This is an optimization exercise on Yosys and OpenROAD, whose aim is a short achievable clock period and few clock cycles, not a production implementation.
The RTL was checked by simulation tests, not by an equivalence proof against the original design.
In every run shown here, the design's own scripts or RTL, not TritonCTS, make the clock network.
The clock port is modelled as an ideal driver, which makes a skipped or thinned clock tree look cheaper than it is; a real chip needs a root buffer or a tree.
Power is estimated from default activity; no workload was simulated.

### design/flow/config.mk
export PLATFORM = sky130hd
export DESIGN_NAME = simt_core
export DESIGN_NICKNAME = simt_core
export VERILOG_FILES = /design/flow/design.v
export SDC_FILE = /design/flow/constraint.sdc
export NUM_CORES = 4
export LEC_CHECK = 0
export ABC_CLOCK_PERIOD_IN_PS = 1200
export CAP_MARGIN = 20
export CORE_MARGIN = 2
export CORE_UTILIZATION = 50
export SLEW_MARGIN = 20
export SYNTH_HIERARCHICAL = 1
### design/flow/constraint.sdc
create_clock -name core_clock -period 10.0 [get_ports {clk}]
set_input_delay 2.0000 -clock core_clock [delete_from_list [all_inputs] [get_ports {clk}]]
set_output_delay 2.0000 -clock core_clock [all_outputs]
set_load 0.01 [all_outputs]
### design/flow/design.v
localparam int LANES = 4;
localparam int REGS  = 8;
localparam int DW    = 16;
localparam int AW    = 8;
localparam int IW    = 16;
localparam logic [3:0] NOP     = 4'h0;
localparam logic [3:0] ADD     = 4'h1;
localparam logic [3:0] SUB     = 4'h2;
localparam logic [3:0] MUL     = 4'h3;
localparam logic [3:0] AND     = 4'h4;
localparam logic [3:0] SLT     = 4'h5;
localparam logic [3:0] ADDI    = 4'h6;
localparam logic [3:0] STORE   = 4'h7;
localparam logic [3:0] SETMASK = 4'h8;
localparam logic [3:0] JMP     = 4'h9;
localparam logic [3:0] HALT    = 4'hf;
localparam logic [2:0] IDLE    = 3'd0;
localparam logic [2:0] FETCH   = 3'd1;
localparam logic [2:0] DECODE  = 3'd2;
localparam logic [2:0] EXECUTE = 3'd3;
localparam logic [2:0] WAIT    = 3'd4;
localparam logic [2:0] UPDATE  = 3'd5;
localparam logic [2:0] DONE    = 3'd6;
module fetch_decode (
    input  logic                         reset,
    input  logic                         start_i,
    input  logic [8-1:0]  start_pc_i,
    input  logic                         imem_ready_i,
    input  logic [16-1:0] imem_data_i,
    input  logic [4-1:0]       dmem_wready_i,
    input  logic                         stall_i,
    input  logic                         irv_i,
    input  logic                         fv_i,
    input  logic                         run_i,
    input  logic                         halt_i,
    input  logic                         done_i,
    input  logic [8-1:0]  pc_i,
    input  logic [8-1:0]  pc1_i,
    input  logic [8-1:0]  addr_i,
    input  logic                         st_busy_i,    
    input  logic [4-1:0]       st_head_i,    
    output logic                         start_go_o,
    output logic                         irv_d_o,
    output logic                         fv_d_o,
    output logic                         run_d_o,
    output logic                         halt_d_o,
    output logic                         done_d_o,
    output logic [8-1:0]  pc_d_o,
    output logic [8-1:0]  pc1_d_o,
    output logic [8-1:0]  addr_d_o,
    output logic                         f_add, f_sub, f_mul, f_and, f_slt, f_addi, f_st, f_sm, f_wr,
    output logic [7:0]                   f_rd_oh, f_rs1_oh, f_rs2_oh,
    output logic [8-2:0]        f_reads
);
localparam int LANES = 4;
localparam int REGS  = 8;
localparam int DW    = 16;
localparam int AW    = 8;
localparam int IW    = 16;
localparam logic [3:0] NOP     = 4'h0;
localparam logic [3:0] ADD     = 4'h1;
localparam logic [3:0] SUB     = 4'h2;
localparam logic [3:0] MUL     = 4'h3;
localparam logic [3:0] AND     = 4'h4;
localparam logic [3:0] SLT     = 4'h5;
localparam logic [3:0] ADDI    = 4'h6;
localparam logic [3:0] STORE   = 4'h7;
localparam logic [3:0] SETMASK = 4'h8;
localparam logic [3:0] JMP     = 4'h9;
localparam logic [3:0] HALT    = 4'hf;
localparam logic [2:0] IDLE    = 3'd0;
localparam logic [2:0] FETCH   = 3'd1;
localparam logic [2:0] DECODE  = 3'd2;
localparam logic [2:0] EXECUTE = 3'd3;
localparam logic [2:0] WAIT    = 3'd4;
localparam logic [2:0] UPDATE  = 3'd5;
localparam logic [2:0] DONE    = 3'd6;
    localparam int NR = REGS - 1;
    logic [3:0] f_op;
    logic [2:0] f_rd, f_rs1, f_rs2;
    logic       f_jmp, f_halt, f_use1, f_use2, f_exec;
    logic [4:0] lo0, lo1;
    logic [3:0] h00, h01, h10, h11;
    jump_lo u_lo0 (.pc_i (pc_i[3:0]),  .off_i (imem_data_i[3:0]), .sum_o (lo0));
    jump_lo u_lo1 (.pc_i (pc1_i[3:0]), .off_i (imem_data_i[3:0]), .sum_o (lo1));
    jump_hi u_hi0 (.pc_i (pc_i[7:4]),  .off_i (imem_data_i[5:4]), .hi_c0_o (h00), .hi_c1_o (h01));
    jump_hi u_hi1 (.pc_i (pc1_i[7:4]), .off_i (imem_data_i[5:4]), .hi_c0_o (h10), .hi_c1_o (h11));
    always_comb begin
        f_op  = imem_data_i[15:12];
        f_rd  = imem_data_i[11:9];
        f_rs1 = imem_data_i[8:6];
        f_rs2 = imem_data_i[5:3];
        f_rd_oh  = 8'b1 << f_rd;
        f_rs1_oh = 8'b1 << f_rs1;
        f_rs2_oh = 8'b1 << f_rs2;
        f_add  = (f_op == ADD);
        f_sub  = (f_op == SUB);
        f_mul  = (f_op == MUL) && (f_rd != 3'd7);
        f_and  = (f_op == AND);
        f_slt  = (f_op == SLT);
        f_addi = (f_op == ADDI);
        f_st   = (f_op == STORE);
        f_sm   = (f_op == SETMASK);
        f_jmp  = (f_op == JMP);
        f_halt = (f_op == HALT);
        f_wr   = (f_add || f_sub || f_and || f_slt || f_addi) && (f_rd != 3'd7);
        f_use1 = f_add || f_sub || (f_op == MUL) || f_and || f_slt || f_addi || f_st || f_sm;
        f_use2 = f_add || f_sub || (f_op == MUL) || f_and || f_slt;
        f_exec = f_wr || f_mul || f_st || f_sm;
        f_reads = (f_use1 ? f_rs1_oh[NR-1:0] : '0) |
                  (f_use2 ? f_rs2_oh[NR-1:0] : '0) |
                  (f_st   ? f_rd_oh[NR-1:0]  : '0);
    end
    logic acc, halt_now, drained;
    assign acc        = fv_i && imem_ready_i && !stall_i;
    assign halt_now   = acc && f_halt;
    assign drained    = !st_busy_i && !(|(st_head_i & ~dmem_wready_i));
    assign start_go_o = start_i && !run_i;
    assign irv_d_o    = !reset && (stall_i ? irv_i : (acc && f_exec));
    assign fv_d_o     = !reset && (start_go_o || (fv_i && !halt_now));
    assign run_d_o    = !reset && (start_go_o || (run_i && !((halt_now || halt_i) && drained)));
    assign halt_d_o   = !reset && !start_go_o && !drained && (halt_now || halt_i);
    assign done_d_o   = !reset && !start_go_o && (done_i || ((halt_now || halt_i) && drained));
    logic          jsel;
    logic [AW-1:0] oth_pc, oth_addr, oth_pc1;
    assign jsel     = !start_go_o && acc && f_jmp;
    assign oth_pc   = start_go_o ? start_pc_i : (!acc ? addr_i : pc1_i);
    assign oth_addr = start_go_o ? start_pc_i : (!acc ? pc_i : pc1_i);
    assign oth_pc1  = start_go_o ? start_pc_i + 1'b1 : (!acc ? pc1_i : pc1_i + 1'b1);
    pc_pick u_pick_pc   (.jsel_i (jsel), .lo_i (lo0), .hi_c0_i (h00), .hi_c1_i (h01),
                         .other_i (oth_pc),   .pc_o (pc_d_o));
    pc_pick u_pick_addr (.jsel_i (jsel), .lo_i (lo0), .hi_c0_i (h00), .hi_c1_i (h01),
                         .other_i (oth_addr), .pc_o (addr_d_o));
    pc_pick u_pick_pc1  (.jsel_i (jsel), .lo_i (lo1), .hi_c0_i (h10), .hi_c1_i (h11),
                         .other_i (oth_pc1),  .pc_o (pc1_d_o));
endmodule
module jump_lo (
    input  logic [3:0] pc_i,
    input  logic [3:0] off_i,
    output logic [4:0] sum_o
);
    assign sum_o = {1'b0, pc_i} + {1'b0, off_i};
endmodule
module jump_hi (
    input  logic [3:0] pc_i,
    input  logic [1:0] off_i,
    output logic [3:0] hi_c0_o,
    output logic [3:0] hi_c1_o
);
    logic [3:0] hp1, hp2, hm1, hm2, t2, u2;
    function automatic logic [3:0] inc4(input logic [3:0] x);
        inc4 = x ^ {x[2] & x[1] & x[0], x[1] & x[0], x[0], 1'b1};
    endfunction
    function automatic logic [3:0] dec4(input logic [3:0] x);
        dec4 = x ^ {!x[2] & !x[1] & !x[0], !x[1] & !x[0], !x[0], 1'b1};
    endfunction
    always_comb begin
        hp1 = inc4(pc_i);
        t2  = inc4({1'b0, pc_i[3:1]});
        hp2 = {t2[2:0], pc_i[0]};
        hm1 = dec4(pc_i);
        u2  = dec4({1'b0, pc_i[3:1]});
        hm2 = {u2[2:0], pc_i[0]};
        case (off_i)
            2'b00:   begin hi_c0_o = pc_i; hi_c1_o = hp1;  end
            2'b01:   begin hi_c0_o = hp1;  hi_c1_o = hp2;  end
            2'b10:   begin hi_c0_o = hm2;  hi_c1_o = hm1;  end
            default: begin hi_c0_o = hm1;  hi_c1_o = pc_i; end
        endcase
    end
endmodule
module pc_pick (
    input  logic       jsel_i,
    input  logic [4:0] lo_i,
    input  logic [3:0] hi_c0_i,
    input  logic [3:0] hi_c1_i,
    input  logic [7:0] other_i,
    output logic [7:0] pc_o
);
    assign pc_o = jsel_i ? {lo_i[4] ? hi_c1_i : hi_c0_i, lo_i[3:0]} : other_i;
endmodule
module lane_execute (
    input  logic [16-1:0] a_i,
    input  logic [16-1:0] b_i,
    input  logic                        cin_i,
    input  logic                        and_i,
    input  logic                        slt_i,
    output logic [16-1:0] res_o,
    output logic [8-1:0] sta_o
);
localparam int LANES = 4;
localparam int REGS  = 8;
localparam int DW    = 16;
localparam int AW    = 8;
localparam int IW    = 16;
localparam logic [3:0] NOP     = 4'h0;
localparam logic [3:0] ADD     = 4'h1;
localparam logic [3:0] SUB     = 4'h2;
localparam logic [3:0] MUL     = 4'h3;
localparam logic [3:0] AND     = 4'h4;
localparam logic [3:0] SLT     = 4'h5;
localparam logic [3:0] ADDI    = 4'h6;
localparam logic [3:0] STORE   = 4'h7;
localparam logic [3:0] SETMASK = 4'h8;
localparam logic [3:0] JMP     = 4'h9;
localparam logic [3:0] HALT    = 4'hf;
localparam logic [2:0] IDLE    = 3'd0;
localparam logic [2:0] FETCH   = 3'd1;
localparam logic [2:0] DECODE  = 3'd2;
localparam logic [2:0] EXECUTE = 3'd3;
localparam logic [2:0] WAIT    = 3'd4;
localparam logic [2:0] UPDATE  = 3'd5;
localparam logic [2:0] DONE    = 3'd6;
    logic [DW-1:0] sum;
    logic          lt, cbit;
    assign {sum, cbit} = {a_i, 1'b1} + {b_i, cin_i};
    assign lt    = (a_i[DW-1] == b_i[DW-1]) ? a_i[DW-1] : sum[DW-1];
    assign res_o = and_i ? (a_i & b_i) : (slt_i ? DW'(lt) : sum);
    assign sta_o = sum[AW-1:0];
endmodule
module store_unit (
    input  logic                        clk,
    input  logic                        reset,
    input  logic                        push_i,
    input  logic [8-1:0] addr_i,
    input  logic [16-1:0] data_i,
    input  logic                        wready_i,
    output logic                        v0_o,
    output logic                        v1_o,
    output logic                        v2_o,
    output logic [8-1:0] waddr_o,
    output logic [16-1:0] wdata_o
);
localparam int LANES = 4;
localparam int REGS  = 8;
localparam int DW    = 16;
localparam int AW    = 8;
localparam int IW    = 16;
localparam logic [3:0] NOP     = 4'h0;
localparam logic [3:0] ADD     = 4'h1;
localparam logic [3:0] SUB     = 4'h2;
localparam logic [3:0] MUL     = 4'h3;
localparam logic [3:0] AND     = 4'h4;
localparam logic [3:0] SLT     = 4'h5;
localparam logic [3:0] ADDI    = 4'h6;
localparam logic [3:0] STORE   = 4'h7;
localparam logic [3:0] SETMASK = 4'h8;
localparam logic [3:0] JMP     = 4'h9;
localparam logic [3:0] HALT    = 4'hf;
localparam logic [2:0] IDLE    = 3'd0;
localparam logic [2:0] FETCH   = 3'd1;
localparam logic [2:0] DECODE  = 3'd2;
localparam logic [2:0] EXECUTE = 3'd3;
localparam logic [2:0] WAIT    = 3'd4;
localparam logic [2:0] UPDATE  = 3'd5;
localparam logic [2:0] DONE    = 3'd6;
    logic          sv0_q, sv1_q, sv2_q;
    logic [AW-1:0] out_a_q, hold_a_q, s1_a_q, s2_a_q;
    logic [DW-1:0] out_d_q, hold_d_q, s1_d_q, s2_d_q;
    logic          pop, keep0, u0, u1, u2;
    always_comb begin
        pop   = sv0_q && wready_i;
        keep0 = sv0_q && !wready_i;
        u0 = keep0 | sv1_q;
        u1 = (sv1_q & !pop) | sv2_q;
        u2 = sv2_q & !pop;
    end
    always_ff @(posedge clk) begin
        sv0_q <= !reset && (u0 | push_i);
        sv1_q <= !reset && (u1 | (push_i & u0));
        sv2_q <= !reset && (u2 | (push_i & u1));
        if (keep0) begin
            out_a_q <= hold_a_q;
            out_d_q <= hold_d_q;
        end else if (sv1_q) begin
            out_a_q <= s1_a_q;
            out_d_q <= s1_d_q;
        end else begin
            out_a_q <= addr_i;
            out_d_q <= data_i;
        end
        if (!keep0 && (sv1_q || push_i)) begin
            if (sv1_q) begin
                hold_a_q <= s1_a_q;
                hold_d_q <= s1_d_q;
            end else begin
                hold_a_q <= addr_i;
                hold_d_q <= data_i;
            end
        end
        if (pop) begin
            if (sv2_q) begin
                s1_a_q <= s2_a_q;
                s1_d_q <= s2_d_q;
            end else begin
                s1_a_q <= addr_i;
                s1_d_q <= data_i;
            end
        end else if (!sv1_q) begin
            s1_a_q <= addr_i;
            s1_d_q <= data_i;
        end
        if (pop || !sv2_q) begin
            s2_a_q <= addr_i;
            s2_d_q <= data_i;
        end
    end
    assign v0_o    = sv0_q;
    assign v1_o    = sv1_q;
    assign v2_o    = sv2_q;
    assign waddr_o = out_a_q;
    assign wdata_o = out_d_q;
endmodule
module simt_core (
    input  logic                                     clk,
    input  logic                                     reset,
    input  logic                                     start_i,
    input  logic [8-1:0]              start_pc_i,
    output logic                                     done_o,
    output logic                                     imem_valid_o,
    output logic [8-1:0]              imem_addr_o,
    input  logic                                     imem_ready_i,
    input  logic [16-1:0]             imem_data_i,
    output logic [4-1:0]                   dmem_wvalid_o,
    output logic [4*8-1:0]  dmem_waddr_o,
    output logic [4*16-1:0]  dmem_wdata_o,
    input  logic [4-1:0]                   dmem_wready_i
);
localparam int LANES = 4;
localparam int REGS  = 8;
localparam int DW    = 16;
localparam int AW    = 8;
localparam int IW    = 16;
localparam logic [3:0] NOP     = 4'h0;
localparam logic [3:0] ADD     = 4'h1;
localparam logic [3:0] SUB     = 4'h2;
localparam logic [3:0] MUL     = 4'h3;
localparam logic [3:0] AND     = 4'h4;
localparam logic [3:0] SLT     = 4'h5;
localparam logic [3:0] ADDI    = 4'h6;
localparam logic [3:0] STORE   = 4'h7;
localparam logic [3:0] SETMASK = 4'h8;
localparam logic [3:0] JMP     = 4'h9;
localparam logic [3:0] HALT    = 4'hf;
localparam logic [2:0] IDLE    = 3'd0;
localparam logic [2:0] FETCH   = 3'd1;
localparam logic [2:0] DECODE  = 3'd2;
localparam logic [2:0] EXECUTE = 3'd3;
localparam logic [2:0] WAIT    = 3'd4;
localparam logic [2:0] UPDATE  = 3'd5;
localparam logic [2:0] DONE    = 3'd6;
    localparam int NR = REGS - 1;    
    logic             reset_q;   
    logic             run_q;     
    logic             fv_q;      
    logic [AW-1:0]    pc_q;      
    logic [AW-1:0]    pc1_q;     
    logic [AW-1:0]    addr_q;    
    logic             halt_q;    
    logic             done_q;
    logic [LANES-1:0] mask_q;
    logic          irv_q;
    logic          ir_add, ir_sub, ir_mul, ir_and, ir_slt, ir_addi, ir_st, ir_sm, ir_wr;
    logic [7:0]    ir_rs1, ir_rs2, ir_rd;
    logic [NR-1:0] ir_reads;
    logic [5:0]    ir_imm;
    logic          e2v_q;
    logic          e2_mul, e2_and, e2_slt, e2_cin, e2_st, e2_sm, e2_wr;
    logic [NR-1:0] e2_rd;
    logic [DW-1:0] a_q [LANES];
    logic [DW-1:0] b_q [LANES];
    logic [DW-1:0] d_q [LANES];
    logic [DW-1:0] ma_q [LANES];
    logic [7:0]    mneg_q [LANES];
    logic [7:0]    mone_q [LANES];
    logic [7:0]    mtwo_q [LANES];
    logic             m2_v_q;
    logic [NR-1:0]    m2_rd_q;
    logic [LANES-1:0] m2_mask_q;
    logic [DW-1:0]    mv_q [LANES][2];
    logic stall, go;
    logic [LANES-1:0] sv1_q, sv2_q;    
    logic st_full;
    always_comb begin
        st_full = 1'b0;
        for (int l = 0; l < LANES; l++) begin
            st_full = st_full | sv2_q[l] | (sv1_q[l] & e2v_q & e2_st);
        end
    end
    assign stall = irv_q && ((e2v_q && e2_mul && |(ir_reads & e2_rd)) || (ir_st && st_full));
    assign go    = irv_q && !stall;
    always_ff @(posedge clk) begin
        if (!stall) begin
            ir_add   <= f_add;
            ir_sub   <= f_sub;
            ir_mul   <= f_mul;
            ir_and   <= f_and;
            ir_slt   <= f_slt;
            ir_addi  <= f_addi;
            ir_st    <= f_st;
            ir_sm    <= f_sm;
            ir_wr    <= f_wr;
            ir_rs1   <= f_rs1_oh;
            ir_rs2   <= f_rs2_oh;
            ir_rd    <= f_rd_oh;
            ir_reads <= f_reads;
            ir_imm   <= imem_data_i[5:0];
        end
    end
    always_ff @(posedge clk) begin
        irv_q <= irv_d;
        e2v_q <= !reset && go;
        m2_v_q <= !reset && e2v_q && e2_mul;
    end
    always_ff @(posedge clk) begin
        e2_mul  <= ir_mul;
        e2_and  <= ir_and;
        e2_slt  <= ir_slt;
        e2_cin  <= ir_sub || ir_slt;
        e2_st   <= ir_st;
        e2_sm   <= ir_sm;
        e2_wr   <= ir_wr;
        e2_rd   <= ir_rd[NR-1:0];
        m2_rd_q   <= e2_rd;
        m2_mask_q <= mask_q;
    end
    logic [DW-1:0] regs_q [LANES][NR];
    logic [DW-1:0] res_l [LANES];
    logic [DW-1:0] mres_l [LANES];
    logic [AW-1:0] sta_l [LANES];
    logic [DW-1:0] imm16;
    assign imm16 = {{(DW-6){ir_imm[5]}}, ir_imm};
    always_ff @(posedge clk) begin
        for (int l = 0; l < LANES; l++) begin
            logic [DW-1:0] ra, rb, rd;
            logic e2f1, e2f2, e2fd, m2f1, m2f2, m2fd;
            ra = ir_rs1[7] ? DW'(l) : '0;
            rb = ir_rs2[7] ? DW'(l) : '0;
            rd = ir_rd[7]  ? DW'(l) : '0;
            for (int r = 0; r < NR; r++) begin
                ra = ra | (ir_rs1[r] ? regs_q[l][r] : '0);
                rb = rb | (ir_rs2[r] ? regs_q[l][r] : '0);
                rd = rd | (ir_rd[r]  ? regs_q[l][r] : '0);
            end
            e2f1 = e2v_q && e2_wr && mask_q[l] && |(ir_rs1[NR-1:0] & e2_rd);
            e2f2 = e2v_q && e2_wr && mask_q[l] && |(ir_rs2[NR-1:0] & e2_rd);
            e2fd = e2v_q && e2_wr && mask_q[l] && |(ir_rd[NR-1:0]  & e2_rd);
            m2f1 = m2_v_q && m2_mask_q[l] && |(ir_rs1[NR-1:0] & m2_rd_q);
            m2f2 = m2_v_q && m2_mask_q[l] && |(ir_rs2[NR-1:0] & m2_rd_q);
            m2fd = m2_v_q && m2_mask_q[l] && |(ir_rd[NR-1:0]  & m2_rd_q);
            ra = e2f1 ? res_l[l] : (m2f1 ? mres_l[l] : ra);
            rb = e2f2 ? res_l[l] : (m2f2 ? mres_l[l] : rb);
            rd = e2fd ? res_l[l] : (m2fd ? mres_l[l] : rd);
            a_q[l] <= ra;
            b_q[l] <= (ir_sub || ir_slt) ? ~rb : ((ir_addi || ir_st) ? imm16 : rb);
            d_q[l] <= rd;
            ma_q[l] <= ir_mul ? ra : '0;
            for (int i = 0; i < 8; i++) begin
                logic [2:0] t;
                t = {rb[2*i+1], rb[2*i], (i == 0) ? 1'b0 : rb[2*i-1]};
                mneg_q[l][i] <= ir_mul && t[2] && !(t[1] && t[0]);
                mone_q[l][i] <= ir_mul && (t[1] ^ t[0]);
                mtwo_q[l][i] <= ir_mul && ((t == 3'b011) || (t == 3'b100));
            end
        end
    end
    for (genvar gl = 0; gl < LANES; gl++) begin : g_alu
        lane_execute u_alu (
            .a_i     (a_q[gl]),
            .b_i     (b_q[gl]),
            .cin_i   (e2_cin),
            .and_i   (e2_and),
            .slt_i   (e2_slt),
            .res_o   (res_l[gl]),
            .sta_o   (sta_l[gl])
        );
    end
    always_ff @(posedge clk) begin
        for (int l = 0; l < LANES; l++) begin
            logic [DW-1:0] row [9];
            logic [DW-1:0] r1 [6];
            logic [DW-1:0] r2 [4];
            logic [DW-1:0] r3 [3];
            logic [DW:0]   a2;
            a2 = {ma_q[l], 1'b0};
            row[8] = '0;
            for (int i = 0; i < 8; i++) begin
                logic [DW-1:0] sel;
                for (int j = 0; j < DW; j++) begin
                    sel[j] = (mone_q[l][i] & a2[j+1]) | (mtwo_q[l][i] & a2[j]);
                end
                row[i] = (sel ^ {DW{mneg_q[l][i]}}) << (2 * i);
                row[8][2*i] = mneg_q[l][i];
            end
            for (int k = 0; k < 3; k++) begin
                r1[2*k]   = row[3*k] ^ row[3*k+1] ^ row[3*k+2];
                r1[2*k+1] = ((row[3*k] & row[3*k+1]) | (row[3*k] & row[3*k+2]) |
                             (row[3*k+1] & row[3*k+2])) << 1;
            end
            for (int k = 0; k < 2; k++) begin
                r2[2*k]   = r1[3*k] ^ r1[3*k+1] ^ r1[3*k+2];
                r2[2*k+1] = ((r1[3*k] & r1[3*k+1]) | (r1[3*k] & r1[3*k+2]) |
                             (r1[3*k+1] & r1[3*k+2])) << 1;
            end
            r3[0] = r2[0] ^ r2[1] ^ r2[2];
            r3[1] = ((r2[0] & r2[1]) | (r2[0] & r2[2]) | (r2[1] & r2[2])) << 1;
            r3[2] = r2[3];
            mv_q[l][0] <= r3[0] ^ r3[1] ^ r3[2];
            mv_q[l][1] <= ((r3[0] & r3[1]) | (r3[0] & r3[2]) | (r3[1] & r3[2])) << 1;
        end
    end
    always_comb begin
        for (int l = 0; l < LANES; l++) begin
            mres_l[l] = mv_q[l][0] + mv_q[l][1];
        end
    end
    always_ff @(posedge clk) begin
        for (int l = 0; l < LANES; l++) begin
            for (int r = 0; r < NR; r++) begin
                if (reset_q) begin
                    regs_q[l][r] <= '0;
                end else if (e2v_q && e2_wr && e2_rd[r] && mask_q[l]) begin
                    regs_q[l][r] <= res_l[l];
                end else if (m2_v_q && m2_rd_q[r] && m2_mask_q[l]) begin
                    regs_q[l][r] <= mres_l[l];
                end
            end
        end
    end
    logic [LANES-1:0] push;
    for (genvar gl = 0; gl < LANES; gl++) begin : g_st
        assign push[gl] = e2v_q && e2_st && mask_q[gl];
        store_unit u_st (
            .clk      (clk),
            .reset    (reset),
            .push_i   (push[gl]),
            .addr_i   (sta_l[gl]),
            .data_i   (d_q[gl]),
            .wready_i (dmem_wready_i[gl]),
            .v0_o     (dmem_wvalid_o[gl]),
            .v1_o     (sv1_q[gl]),
            .v2_o     (sv2_q[gl]),
            .waddr_o  (dmem_waddr_o[gl*AW +: AW]),
            .wdata_o  (dmem_wdata_o[gl*DW +: DW])
        );
    end
    logic          start_go, irv_d, fv_d, run_d, halt_d, done_d, st_busy;
    logic [AW-1:0] pc_d, pc1_d, addr_d;
    logic          f_add, f_sub, f_mul, f_and, f_slt, f_addi, f_st, f_sm, f_wr;
    logic [7:0]    f_rd_oh, f_rs1_oh, f_rs2_oh;
    logic [NR-1:0] f_reads;
    assign st_busy = (irv_q && ir_st) || (e2v_q && e2_st) || |(sv1_q | sv2_q);
    fetch_decode u_fetch (
        .reset         (reset),
        .start_i       (start_i),
        .start_pc_i    (start_pc_i),
        .imem_ready_i  (imem_ready_i),
        .imem_data_i   (imem_data_i),
        .dmem_wready_i (dmem_wready_i),
        .stall_i       (stall),
        .irv_i         (irv_q),
        .fv_i          (fv_q),
        .run_i         (run_q),
        .halt_i        (halt_q),
        .done_i        (done_q),
        .pc_i          (pc_q),
        .pc1_i         (pc1_q),
        .addr_i        (addr_q),
        .st_busy_i     (st_busy),
        .st_head_i     (dmem_wvalid_o),
        .start_go_o    (start_go),
        .irv_d_o       (irv_d),
        .fv_d_o        (fv_d),
        .run_d_o       (run_d),
        .halt_d_o      (halt_d),
        .done_d_o      (done_d),
        .pc_d_o        (pc_d),
        .pc1_d_o       (pc1_d),
        .addr_d_o      (addr_d),
        .f_add (f_add), .f_sub (f_sub), .f_mul (f_mul), .f_and (f_and), .f_slt (f_slt),
        .f_addi (f_addi), .f_st (f_st), .f_sm (f_sm), .f_wr (f_wr),
        .f_rd_oh (f_rd_oh), .f_rs1_oh (f_rs1_oh), .f_rs2_oh (f_rs2_oh),
        .f_reads (f_reads)
    );
    always_ff @(posedge clk) begin
        reset_q <= reset;
        pc_q    <= pc_d;
        pc1_q   <= pc1_d;
        fv_q    <= fv_d;
        addr_q  <= addr_d;
        run_q   <= run_d;
        halt_q  <= halt_d;
        done_q  <= done_d;
        if (reset || start_go) begin
            mask_q <= '1;
        end else if (e2v_q && e2_sm) begin
            for (int l = 0; l < LANES; l++) begin
                mask_q[l] <= a_q[l][0];
            end
        end
    end
    assign done_o       = done_q;
    assign imem_valid_o = fv_q;
    assign imem_addr_o  = addr_q;
endmodule
### design/flow/flow/run.sh
#!/bin/bash
set -euo pipefail
work=$(pwd)
bash standard.sh synth > flow_synth.log 2>&1
bash standard.sh SETUP_SLACK_MARGIN=7 floorplan place > flow_place.log 2>&1
# ORFS scripts with the TritonCTS call swapped for our clock tree
rm -rf "$work/orfs_scripts"
cp -r "$FLOW_HOME/scripts" "$work/orfs_scripts"
python3 - "$work/orfs_scripts/cts.tcl" "$work/flow/clock_tree.tcl" <<'PY'
import sys
p, tree = sys.argv[1], sys.argv[2]
s = open(p).read()
old = "log_cmd clock_tree_synthesis {*}$cts_args"
assert s.count(old) == 1
s = s.replace(old, "source " + tree)
open(p, "w").write(s)
PY
bash standard.sh SETUP_SLACK_MARGIN=7 SCRIPTS_DIR="$work/orfs_scripts" finish > flow_layout.log 2>&1
### design/flow/flow/clock_tree.tcl
proc bisect {pts maxn} {
  if {[llength $pts] <= $maxn} { return [list $pts] }
  set xs {}; set ys {}
  foreach p $pts { lappend xs [lindex $p 1]; lappend ys [lindex $p 2] }
  set xs [lsort -integer $xs]; set ys [lsort -integer $ys]
  set w [expr {[lindex $xs end] - [lindex $xs 0]}]
  set h [expr {[lindex $ys end] - [lindex $ys 0]}]
  set k [expr {$w >= $h ? 1 : 2}]
  set s [lsort -integer -index $k $pts]
  set m [expr {[llength $s] / 2}]
  return [concat [bisect [lrange $s 0 [expr {$m-1}]] $maxn] [bisect [lrange $s $m end] $maxn]]
}

# Port -> nroot root buffers (one per region) -> cluster buffers -> flops
proc build_clock_tree2 {clkport nroot maxn bufname} {
  set db [ord::get_db]
  set block [ord::get_db_block]
  set master [$db findMaster $bufname]
  set clknet [[$block findBTerm $clkport] getNet]
  set pts {}
  foreach it [$clknet getITerms] {
    set inst [$it getInst]
    set bb [$inst getBBox]
    lappend pts [list $it [expr {([$bb xMin] + [$bb xMax]) / 2}] [expr {([$bb yMin] + [$bb yMax]) / 2}]]
  }
  set rsize [expr {([llength $pts] + $nroot - 1) / $nroot}]
  set regions [bisect $pts $rsize]
  puts "custom cts: [llength $pts] sinks, [llength $regions] regions"
  set ri 0; set li 0
  foreach reg $regions {
    set clusters [bisect $reg $maxn]
    # root of this region at the centroid of its cluster centres
    set cs {}
    foreach c $clusters {
      set sx 0; set sy 0
      foreach p $c { incr sx [lindex $p 1]; incr sy [lindex $p 2] }
      lappend cs [list $c [expr {$sx / [llength $c]}] [expr {$sy / [llength $c]}]]
    }
    set sx 0; set sy 0
    foreach c $cs { incr sx [lindex $c 1]; incr sy [lindex $c 2] }
    set root [odb::dbInst_create $block $master "clkroot_$ri"]
    $root setLocation [expr {$sx / [llength $cs]}] [expr {$sy / [llength $cs]}]
    $root setPlacementStatus PLACED
    set rootnet [odb::dbNet_create $block "clk_root_$ri"]
    $rootnet setSigType CLOCK
    [$root findITerm A] connect $clknet
    [$root findITerm X] connect $rootnet
    foreach c $cs {
      set b [odb::dbInst_create $block $master "clkleaf_$li"]
      $b setLocation [lindex $c 1] [lindex $c 2]
      $b setPlacementStatus PLACED
      set net [odb::dbNet_create $block "clk_leaf_$li"]
      $net setSigType CLOCK
      [$b findITerm A] connect $rootnet
      [$b findITerm X] connect $net
      foreach p [lindex $c 0] {
        set it [lindex $p 0]
        $it disconnect
        $it connect $net
      }
      incr li
    }
    incr ri
  }
  puts "custom cts: $ri roots, $li leaves"
}

build_clock_tree2 clk 4 32 sky130_fd_sc_hd__clkbuf_16
set_propagated_clock [all_clocks]
### design/flow/standard.sh
#!/bin/bash
# synth_recipe.tcl (not shown) runs the flow's synth.tcl, then flattens the netlist and writes it again
# the make line also repeats each setting of config.mk as NAME=value (left out here)
make -C /OpenROAD-flow-scripts/flow DESIGN_CONFIG=/design/flow/config.mk WORK_HOME=/design/flow/orfs CLKGATE_MAP_FILE= SYNTH_SCRIPT=/design/flow/synth_recipe.tcl "${@:-finish}"
==> results of run 1 <==
layer usage:
layer,GRT usage (%),share of wire [%]
met1,47.8,37
met2,55.8,41
met3,12.4,14
met4,22.6,8.3
met5,0,0.022
repair_timing:
item / 4_1_cts / 5_1_grt
buffers inserted: 223 / 129
endpoints found under the setup margin: 966 / 398
hold buffers: 0 / 0
gates resized for setup: 1217 / 444
pin swaps: 138 / 172
gates cloned: 10 / 8
worst max-delay path, delay by kind of cell, from the launching register on:
family	cells	cell delay, ns
compound gates	7	1.61
fa+ha+maj	2	0.47
buf+inv	4	0.45
flops	1	0.37
simple gates	2	0.21
state kept, by name (all words and copies together) (netlist names), 32 cells and up:
name	cells
g_st.u_st.s2_d_q	64
a_q	64
mneg_q	32
mv_q	112
g_st.u_st.s1_d_q	64
g_st.u_st.s1_a_q	32
mone_q	32
g_st.u_st.s2_a_q	32
g_st.u_st.hold_d_q	64
g_st.u_st.out_d_q	64
mtwo_q	32
g_st.u_st.out_a_q	32
d_q	64
b_q	64
g_st.u_st.hold_a_q	32
regs_q	448
ma_q	64
layout by cell type, fill, tap and decap left out, drive strengths merged, types with 147 or more instances in the layout:
cell type and n:
nor2 711, a211oi 197, o21ai 388, xnor2 341
ha 282, edfxtp 237, nand3 182, inv 279
dfxtp 1177, nand2 931, nand4 149, a222oi 187
mux2 213, a21oi 585, a311oi 147, buf 613
fa 158, o211ai 210, a22oi 626, mux2i 155
layout make-up:
| cell class | count | area [um2] | share of cell area (%) |
|---|---|---|---|
| tap | 2072 | 2590 | 2.88 |
| antenna | 5 | 12.5 | 0.0139 |
| sequential | 1414 | 31200 | 34.7 |
| timing repair buffer | 654 | 6050 | 6.72 |
| inverter | 287 | 1110 | 1.23 |
| buffer | 68 | 1700 | 1.89 |
| multi-input combinational | 6333 | 47300 | 52.6 |
stage by stage:
stage	setup WS (ns)	utilization (%)
3_3_place_gp	5.43	51.5
5_1_grt	6.71	57.0
4_1_cts	6.86	55.1
2_1_floorplan	6.53	-
3_5_place_dp	5.41	51.5
6_report	6.79	57.0
worst min path at each step:
stage,from,endpoint,slack [ns],cells after the start
after floorplan,ir_and,e2_and,0.32,0
after global placement,ir_sm,e2_sm,0.33,0
after detailed placement,ir_sm,e2_sm,0.33,0
after CTS,ir_sm,e2_sm,0.35,0
after global routing,ir_sm,e2_sm,0.37,0
final,ir_sm,e2_sm,0.35,0
power groups by stage:
stage	Clock, mW	Sequential (mW)	Combinational [mW]
3_3_place_gp	0	6.10	0.855
2_1_floorplan	0	6.06	0.543
6_report	3.07	5.95	1.06
5_1_grt	3.26	5.96	1.09
3_5_place_dp	0	6.10	0.862
4_1_cts	3.09	5.95	0.933
==> run summary, run 1 <==
status=timing/DRC/antenna clean; fin crit share=32.1%; Reg2Reg Setup Slack=6.79 ns; fin crit period=3.21 ns; via count=74,800; reg2reg start=e2_cin; worst-margin pin slew=1.28 ns; post-synth design cell area=79,200 um2; worst path cell trace=buf_12 -> fa_2 -> a211o_1 -> a211o_1 -> a21boi_4 -> buf_6 -> buf_6 -> or4_1 -> nand4_1 -> o22a_1 -> o21a_2 -> inv_2 -> ha_4 -> o21ai_2 -> a21oi_2; Hold Violations, Final=0; CP Max Fanout=4; critical path startpoint=e2_cin; worst hold path class=flip-flop to flip-flop; Pint=7.42 mW; Total Wirelength=325,000 um; die width=402 um; RSZ-0062 raised after global routing=yes; # Max-Cap Violations=0; core area=158,000 um2; routed vias/inst=6.90; Port Buffers=141; sw power=2.66 mW; Residual DRC=0; final setup vio count=0; Reg2Reg Depth=15; Worst-Skew Late Latency=0.56 ns; Slowest cell on crit path=dfxtp_4; TNS Setup=0 ns; Post-DP Area=81,300 um2; Overflow after GRT=0; worst rel slew slack=14.4%; Comb power frac=10.5%; initial core utilization=50.2%; peak supply drop=0.159 mV; Crit Path Class=flip-flop to flip-flop; power per cell area=112 nW/um2; fin area=90,000 um2; Tot Pwr=10.1 mW; part of the power in registers=59.1%; required time worst endpoint=10.44 ns; initial antenna violation count=7; Chip Height=402 um; reg2reg end=mtwo_q[1][7]; layout cell share with drive strength beyond 1=19.4%; Die ar.=162,000 um2; synth warn=64; Non-Filler Instances=10,800; DP Cell Count=10,400; GRT Util Overall=37.8%; FMAX=312 MHz; vias in the first global route=70,000; final slew viol count=0; Filler cells=13,800; CP Data Arrival Time=3.65 ns; largest net degree at the start of global routing=181; post-synthesis cell count=8,827; worst setup path end=mtwo_q[1][7]; type of origin of the critical path=flip-flop; clock network power share=30.4%; drt first pass iters=14; critical path endpoint category=flip-flop; First DRT Iteration DRCs=13,000; io pins=142; post-synthesis net count=9,299; final worst hold slack=0.353 ns; Fin Clk Skew=0.0507 ns; dpl hpwl=196,000 um; first-pass GRT wire length=465,000 um; GP Congestion=0.965; Syn Area/Cell=8.98 um2; static leakage=33.9 nW; num rows=146; switch share=26.4%; Crit path largest cell delay=0.37 ns; Wirelength per Cell=30.0 um; Worst-path clk slew=0.09 ns; area delta synth->final=13.6%; Post-layout nets=9,230; post-detailed-route count of antenna-violating nets=0
Testbench counts, summed over its fixed seeds: cycles 45,224.
==> run 2: changes to the inputs <==
--- a/design/flow/config.mk
+++ b/design/flow/config.mk
@@ -8,6 +8,6 @@
 export ABC_CLOCK_PERIOD_IN_PS = 1200
 export CAP_MARGIN = 20
 export CORE_MARGIN = 2
-export CORE_UTILIZATION = 50
+export CORE_UTILIZATION = 60
 export SLEW_MARGIN = 20
 export SYNTH_HIERARCHICAL = 1
==> run summary, run 2 <==
routed vias/inst=7.23 (+4.7%); RSZ-0062 raised after global routing=yes; Hold-fix buffers, CTS=0 (unchanged); FMAX=307 MHz (-1.6%); First DRT Iteration DRCs=14,300 (+10%); Total Wirelength=319,000 um (-2.0%); fin crit share=32.6% (+0.54 points); number of cells on the worst hold path=0 (unchanged); io pins=142 (unchanged); initial core utilization=60.4% (+10 points); type of origin of the critical path=flip-flop; commonest non-fill, non-tap cell in the layout=dfxtp_1; required time worst endpoint=10.42 ns (-0.02 ns); fin crit period=3.26 ns (+0.0537 ns); core area=131,000 um2 (-17%); layout cell share with drive strength beyond 1=19.0% (-0.47 points); Die ar.=135,000 um2 (-17%); Port Buffers=141 (unchanged); Non-Filler Instances=10,500 (-3.0%); setup ws final=6.74 ns (-0.0537 ns); post-synth design cell area=79,200 um2 (unchanged); Fin Clk Skew=0.0350 ns (-0.0156 ns); dpl hpwl=194,000 um (-1.4%); DP Cell Count=10,100 (-3.0%); worst path cell trace=buf_4 -> fa_2 -> a211o_1 -> a211o_1 -> a21boi_4 -> buf_6 -> o21ai_2 -> a221o_2 -> o22ai_4 -> a21oi_4 -> inv_2 -> ha_4 -> and2_1; Max Used Layer=met5; vias in the first global route=71,100 (+1.6%); largest net degree at the start of global routing=173 (-4.4%); num rows=133 (-8.9%); worst-margin pin slew=1.35 ns (+0.0671 ns); CP Data Arrival Time=3.68 ns (+0.03 ns); Chip Height=367 um (-8.6%); final setup vio count=0 (unchanged); via count=76,000 (+1.6%); DR WL met2=131,000 um (-2.4%); # Max-Cap Violations=0 (unchanged); CP most frequent cell=a211o_1; most frequent cells in the layout=dfxtp_1, nand2_1, nor2_1; worst hold path class=flip-flop to flip-flop; Wirelength per Cell=30.3 um (+0.99%); die width=367 um (-8.6%); top flop regs=regs_q: 448 flops, mv_q: 112 flops; TNS Setup=0 ns (unchanged); GRT Util Overall=44.4% (+6.6 points); pre-CTS setup slack=5.13 ns (-0.279 ns); synth warn=64 (unchanged); Reg2Reg Depth=13 (-2); Slowest cell on crit path=a221o_2; drt first pass iters=17 (+3); status=timing/DRC/antenna clean; critical path endpoint category=flip-flop; largest reg by FF count=regs_q; fin area=89,200 um2 (-0.91%); Crit Path Class=flip-flop to flip-flop; first-pass GRT wire length=460,000 um (-1.1%); Post-DP Area=80,900 um2 (-0.48%); Worst-path clk slew=0.10 ns (about the same); Largest register FFs=448 (unchanged); Crit path largest cell delay=0.41 ns (+0.04 ns); Overflow after GRT=0 (unchanged); met3 wire length=45,100 um (+1.5%); worst rel slew slack=9.91% (-4.5 points); Post-layout nets=9,221 (-0.098%); initial antenna violation count=16 (+9); CP Max Fanout=5 (+1); power per cell area=113 nW/um2 (+0.68%); static leakage=33.8 nW (-0.16%); GP Congestion=0.970 (+0.50%); post-synthesis cell count=8,827 (unchanged); final slew viol count=0 (unchanged); post-synthesis net count=9,299 (unchanged); Hold Violations, Final=0 (unchanged); Worst-Skew Late Latency=0.55 ns (about the same); Syn Area/Cell=8.98 um2 (unchanged); area delta synth->final=12.6%; post-detailed-route count of antenna-violating nets=0 (unchanged); Residual DRC=0 (unchanged); peak supply drop=0.166 mV (+4.5%); WL met1=114,000 um (-4.7%)
-- run 2: worst max-delay path, delay by kind of cell (launching register included) --
kind                       cells  cell delay (ns)
and+or+nand+nor                1             0.14
buffers and inverters          3             0.40
DFF                            1             0.39
AOI/OAI and AO/OA              7             1.68
adders and majority gates      2             0.53
-- run 2: worst paths after layout --
| path | from | to | slack (ns) |
|---|---|---|---|
| setup / recovery | e2_cin | mone_q[2][6] | 6.74 |
| hold / removal | ir_and | e2_and | 0.38 |
| setup reg to reg | e2_cin | mone_q[2][6] | 6.74 |
| hold reg to reg | ir_and | e2_and | 0.38 |
-- run 2: cell type report --
type | instances | area (um2)
Multi-Input combinational cell | 6339 | 47300
Fill cell | 10400 | 42100
Sequential cell | 1414 | 31200
Timing Repair Buffer | 639 | 5710
Tap cell | 1755 | 2200
Buffer | 68 | 1700
Inverter | 287 | 1110
Antenna cell | 9 | 22.5
-- run 2: where the power goes --
group / internal (mW) / switching, mW
Clock: 1.20 / 1.84
Combinational: 0.365 / 0.693
Sequential: 5.86 / 0.0956
-- run 2: per-stage QoR --
| step | util [%] | power (mW) | hold WS (ns) |
|---|---|---|---|
| finish | 67.9 | 10.1 | 0.384 |
| global route | 67.9 | 10.3 | 0.400 |
| CTS | 65.5 | 9.91 | 0.380 |
| detailed placement | 61.7 | 6.96 | 0.333 |
| global placement | 61.6 | 6.94 | 0.360 |
| floorplan | - | 6.61 | 0.323 |
-- run 2: repair_timing --
action,4_1_cts,5_1_grt
buffers inserted,204,137
pin swaps,92,187
hold endpoints to repair,0,0
cloned,12,6
endpoints found under the setup margin,875,462
resized for setup,1148,465
-- run 2: routing by layer --
metal	vias up	GRT usage [%]
met5	-	0.142
met4	26	29.3
met3	1904	14.8
met2	6067	64.9
met1	35900	55.6
li1	32100	-
==> run 3: changes to the inputs <==
--- a/design/flow/design.v
+++ b/design/flow/design.v
@@ -362,6 +362,7 @@
     logic          irv_q;
     logic          ir_add, ir_sub, ir_mul, ir_and, ir_slt, ir_addi, ir_st, ir_sm, ir_wr;
     logic [7:0]    ir_rs1, ir_rs2, ir_rd;
+    logic [7:0]    ir_sd;     
     logic [NR-1:0] ir_reads;
     logic [5:0]    ir_imm;
     logic          e2v_q;
@@ -387,7 +388,9 @@
             st_full = st_full | sv2_q[l] | (sv1_q[l] & e2v_q & e2_st);
         end
     end
-    assign stall = irv_q && ((e2v_q && e2_mul && |(ir_reads & e2_rd)) || (ir_st && st_full));
+    assign stall = irv_q && ((e2v_q && e2_mul && |(ir_reads & e2_rd)) || (ir_st && st_full) ||
+                             (ir_mul && ((e2v_q && e2_wr && |((ir_rs1[NR-1:0] | ir_rs2[NR-1:0]) & e2_rd)) ||
+                                         (m2_v_q && |((ir_rs1[NR-1:0] | ir_rs2[NR-1:0]) & m2_rd_q)))));
     assign go    = irv_q && !stall;
     always_ff @(posedge clk) begin
         if (!stall) begin
@@ -403,6 +406,7 @@
             ir_rs1   <= f_rs1_oh;
             ir_rs2   <= f_rs2_oh;
             ir_rd    <= f_rd_oh;
+            ir_sd    <= f_st ? f_rd_oh : '0;
             ir_reads <= f_reads;
             ir_imm   <= imem_data_i[5:0];
         end
@@ -432,16 +436,18 @@
     assign imm16 = {{(DW-6){ir_imm[5]}}, ir_imm};
     always_ff @(posedge clk) begin
         for (int l = 0; l < LANES; l++) begin
-            logic [DW-1:0] ra, rb, rd;
+            logic [DW-1:0] ra, rb, rd, ra0, rb0;
             logic e2f1, e2f2, e2fd, m2f1, m2f2, m2fd;
             ra = ir_rs1[7] ? DW'(l) : '0;
             rb = ir_rs2[7] ? DW'(l) : '0;
-            rd = ir_rd[7]  ? DW'(l) : '0;
+            rd = ir_sd[7]  ? DW'(l) : '0;
             for (int r = 0; r < NR; r++) begin
                 ra = ra | (ir_rs1[r] ? regs_q[l][r] : '0);
                 rb = rb | (ir_rs2[r] ? regs_q[l][r] : '0);
-                rd = rd | (ir_rd[r]  ? regs_q[l][r] : '0);
+                rd = rd | (ir_sd[r]  ? regs_q[l][r] : '0);
             end
+            ra0  = ra;
+            rb0  = rb;
             e2f1 = e2v_q && e2_wr && mask_q[l] && |(ir_rs1[NR-1:0] & e2_rd);
             e2f2 = e2v_q && e2_wr && mask_q[l] && |(ir_rs2[NR-1:0] & e2_rd);
             e2fd = e2v_q && e2_wr && mask_q[l] && |(ir_rd[NR-1:0]  & e2_rd);
@@ -454,10 +460,10 @@
             a_q[l] <= ra;
             b_q[l] <= (ir_sub || ir_slt) ? ~rb : ((ir_addi || ir_st) ? imm16 : rb);
             d_q[l] <= rd;
-            ma_q[l] <= ir_mul ? ra : '0;
+            ma_q[l] <= ir_mul ? ra0 : '0;
             for (int i = 0; i < 8; i++) begin
                 logic [2:0] t;
-                t = {rb[2*i+1], rb[2*i], (i == 0) ? 1'b0 : rb[2*i-1]};
+                t = {rb0[2*i+1], rb0[2*i], (i == 0) ? 1'b0 : rb0[2*i-1]};
                 mneg_q[l][i] <= ir_mul && t[2] && !(t[1] && t[0]);
                 mone_q[l][i] <= ir_mul && (t[1] ^ t[0]);
                 mtwo_q[l][i] <= ir_mul && ((t == 3'b011) || (t == 3'b100));
--- a/design/flow/config.mk
+++ b/design/flow/config.mk
@@ -8,6 +8,6 @@
 export ABC_CLOCK_PERIOD_IN_PS = 1200
 export CAP_MARGIN = 20
 export CORE_MARGIN = 2
-export CORE_UTILIZATION = 60
+export CORE_UTILIZATION = 50
 export SLEW_MARGIN = 20
 export SYNTH_HIERARCHICAL = 1
==> run summary, run 3 <==
reg2reg end=pc_q[2]; Reg2Reg Depth=12 (-1); CP Max Fanout=6 (+1); core area=159,000 um2 (+21%); worst hold path class=flip-flop to flip-flop; Tot Pwr=10.1 mW (+0.87%); power per cell area=112 nW/um2 (-0.64%); status=timing/DRC/antenna clean; FMAX=294 MHz (-4.2%); GRT Util Overall=39.1% (-5.2 points); Total Wirelength=342,000 um (+7.2%); CP Data Arrival Time=3.84 ns (+0.16 ns); worst path cell trace=buf_12 -> a222oi_1 -> nand2_1 -> o31ai_2 -> a21oi_2 -> a211o_4 -> and2_4 -> nand3b_1 -> nor4_4 -> buf_4 -> clkbuf_16 -> mux2_4; Comb power frac=10.5% (about the same); cell family with most CP delay=compound AO/OA/AOI/OAI gates; type of origin of the critical path=flip-flop; via count=76,500 (+0.73%); Overflow after GRT=0 (unchanged); Crit Path Class=flip-flop to flip-flop; GP Congestion=0.974 (+0.44%); Hold Path End=e2_and; largest net degree at the start of global routing=191 (+10%); final setup vio count=0 (unchanged); final worst hold slack=0.341 ns (-0.0434 ns); number of cells on the worst hold path=0 (unchanged); layout cell share with drive strength beyond 1=18.6% (-0.36 points); fin area=90,500 um2 (+1.5%); vias in the first global route=70,100 (-1.4%); Worst-path clk slew=0.10 ns (about the same); commonest non-fill, non-tap cell in the layout=dfxtp_1; most frequent cells in the layout=dfxtp_1, nand2_1, nor2_1; routed vias/inst=6.99 (-3.2%); Hold Violations, Final=0 (unchanged); worst rel slew slack=12.3% (+2.4 points); initial core utilization=50.5% (-9.9 points); switch share=26.5% (+0.31 points); clock network power share=30.6% (+0.3 points); post-synth design cell area=80,200 um2 (+1.2%); peak supply drop=0.171 mV (+3.1%); Reg2Reg Setup Slack=6.60 ns (-0.14 ns); Filler cells=14,000 (+35%); Die ar.=164,000 um2 (+21%); Largest register FFs=448 (unchanged); top flop regs=regs_q: 448 flops, mv_q: 112 flops; Chip Height=405 um (+10%); post-synthesis net count=9,420 (+1.3%); initial antenna violation count=26 (+10); num rows=146 (+9.8%); # Max-Cap Violations=0 (unchanged); fin crit share=34.0% (+1.4 points); Crit path largest cell delay=0.45 ns (+0.04 ns); sw power=2.68 mW (+2.1%); Syn Area/Cell=8.96 um2 (-0.14%); first-pass GRT wire length=480,000 um (+4.3%); Wirelength per Cell=31.2 um (+2.9%); synth warn=64 (unchanged); Slowest cell on crit path=edfxtp_1; part of the power in registers=58.9% (-0.3 points); Hold-fix buffers, CTS=0 (unchanged); Post-layout nets=9,321 (+1.1%); Fin Clk Skew=0.0647 ns (+0.0297 ns); Worst-Skew Late Latency=0.58 ns (+0.03 ns); Residual DRC=0 (unchanged); RSZ-0062 raised after global routing=yes; drt first pass iters=15 (-2); worst-margin pin slew=1.32 ns (-0.0362 ns); post-detailed-route count of antenna-violating nets=0 (unchanged); area delta synth->final=12.9%; post-synthesis cell count=8,948 (+1.4%); reg2reg start=ir_rs1[1]; crit path buf inv count=3 (unchanged); static leakage=34.0 nW (+0.51%); First DRT Iteration DRCs=14,900 (+4.6%); dpl hpwl=214,000 um (+10%); required time worst endpoint=10.44 ns (+0.02 ns); critical path endpoint category=flip-flop; min-delay src=ir_and; final slew viol count=0 (unchanged); Post-DP Area=82,200 um2 (+1.5%); Port Buffers=141 (unchanged); die width=405 um (+10%); Pint=7.46 mW (+0.45%); fin crit period=3.40 ns (+0.142 ns); io pins=142 (unchanged); largest reg by FF count=regs_q; TNS Setup=0 ns (unchanged)
## run 3: cell count changes in the layout (fill, tap and decap cells not counted), moves of 46 or more
cell,change
nand4_1,-59
a31oi_1,+51
buf_6,+46
a21oi_1,+54
mux2i_1,+49
nor3_1,+49
and2_1,-47
o21ai_0,-52
## run 3: layout make-up
| class | instances | area [um2] | share of cell area, % |
|---|---|---|---|
| Tap cell | 2072 | 2590 | 2.86 |
| Timing Repair Buffer | 637 | 6100 | 6.74 |
| Inverter | 265 | 1000 | 1.11 |
| Buffer | 68 | 1700 | 1.88 |
| Antenna cell | 22 | 55.1 | 0.0608 |
| Sequential cell | 1421 | 31400 | 34.7 |
| Multi-Input combinational cell | 6456 | 47700 | 52.6 |
## run 3: power groups by stage
stage | combinational (mW) | sequential (mW) | clock (mW)
finish | 1.07 | 5.98 | 3.10
floorplan | 0.526 | 6.09 | 0
global route | 1.09 | 5.98 | 3.30
global placement | 0.847 | 6.12 | 0
CTS | 0.934 | 5.97 | 3.10
detailed placement | 0.855 | 6.12 | 0
## run 3: timing repair
action | 4_1_cts | 5_1_grt
setup endpoints to repair | 985 | 453
setup buffers | 186 | 137
resized for setup | 1120 | 496
cloned | 11 | 8
pin swaps | 88 | 206
## run 3: layer usage
layer	global-route usage (%)	part of all wire, %	vias to the layer above	wire [um]
met4	21.2	7.2	22	24600
li1	-	-	32500	-
met5	0.624	0.14	-	483
met3	14.9	15	1487	50700
met1	51.1	38	36500	128000
met2	55.4	40	5964	138000
## run 3: how the worst max path moves through the flow
stage	from	end	slack, ns	cells after the start
final	ir_rs1[1]	pc_q[2]	6.60	12
after global placement	g_st[1].u_st.sv2_q	pc1_q[1]	4.96	8
after detailed placement	ir_rs2[6]	pc1_q[1]	5.18	11
after CTS	ir_rs2[0]	pc_q[0]	6.63	12
after global routing	ir_rs2[0]	pc1_q[3]	6.54	13
after floorplan	imem_data_i[13]	pc1_q[2]	6.53	5
## run 3: per-stage QoR
step	util, %	instances	setup WS, ns
after floorplan	-	8948	6.53
after global placement	51.7	10500	4.96
after detailed placement	51.7	10500	5.18
after CTS	54.8	10800	6.63
after global routing	56.9	10900	6.54
final	57.0	10900	6.60
Testbench counts of run 3, summed over its fixed seeds: cycles 45,721.

## afterwards: timing with drivers on the ports
The results above use ideal ports. As a check the final layouts listed here were re-extracted and re-timed, cells and wires unchanged.
Step 1 assumes that a clkbuf_16 drives the clock port and a buf_2 every other input.
Step 2 times the ports against the registers' clock, not the clock port: input delays grow and output delays shrink by t, the midpoint of the rising clock arrivals with the driver on.
a / b / c = ideal ports / drivers / drivers and shift; a / b = the first two.
run	shift t [ns]	setup slack, ns	worst hold slack (ns)	worst setup path at the end	worst slew at a driven data input, ns
run 1	0.738	6.791 / 6.754 / 6.463	0.353 / 0.353 / 0.353	input to register	0.06
run 2	0.734	6.737 / 6.707 / 6.440	0.384 / 0.384 / 0.384	input to register	0.07
run 3	0.742	6.596 / 6.596 / 6.091	0.341 / 0.341 / 0.341	input to register	0.06
After both steps setup and hold are still met in every run listed. For run 3, which loses most, drivers alone change the setup slack by 0.000 ns; drivers and shift together by -0.505 ns.
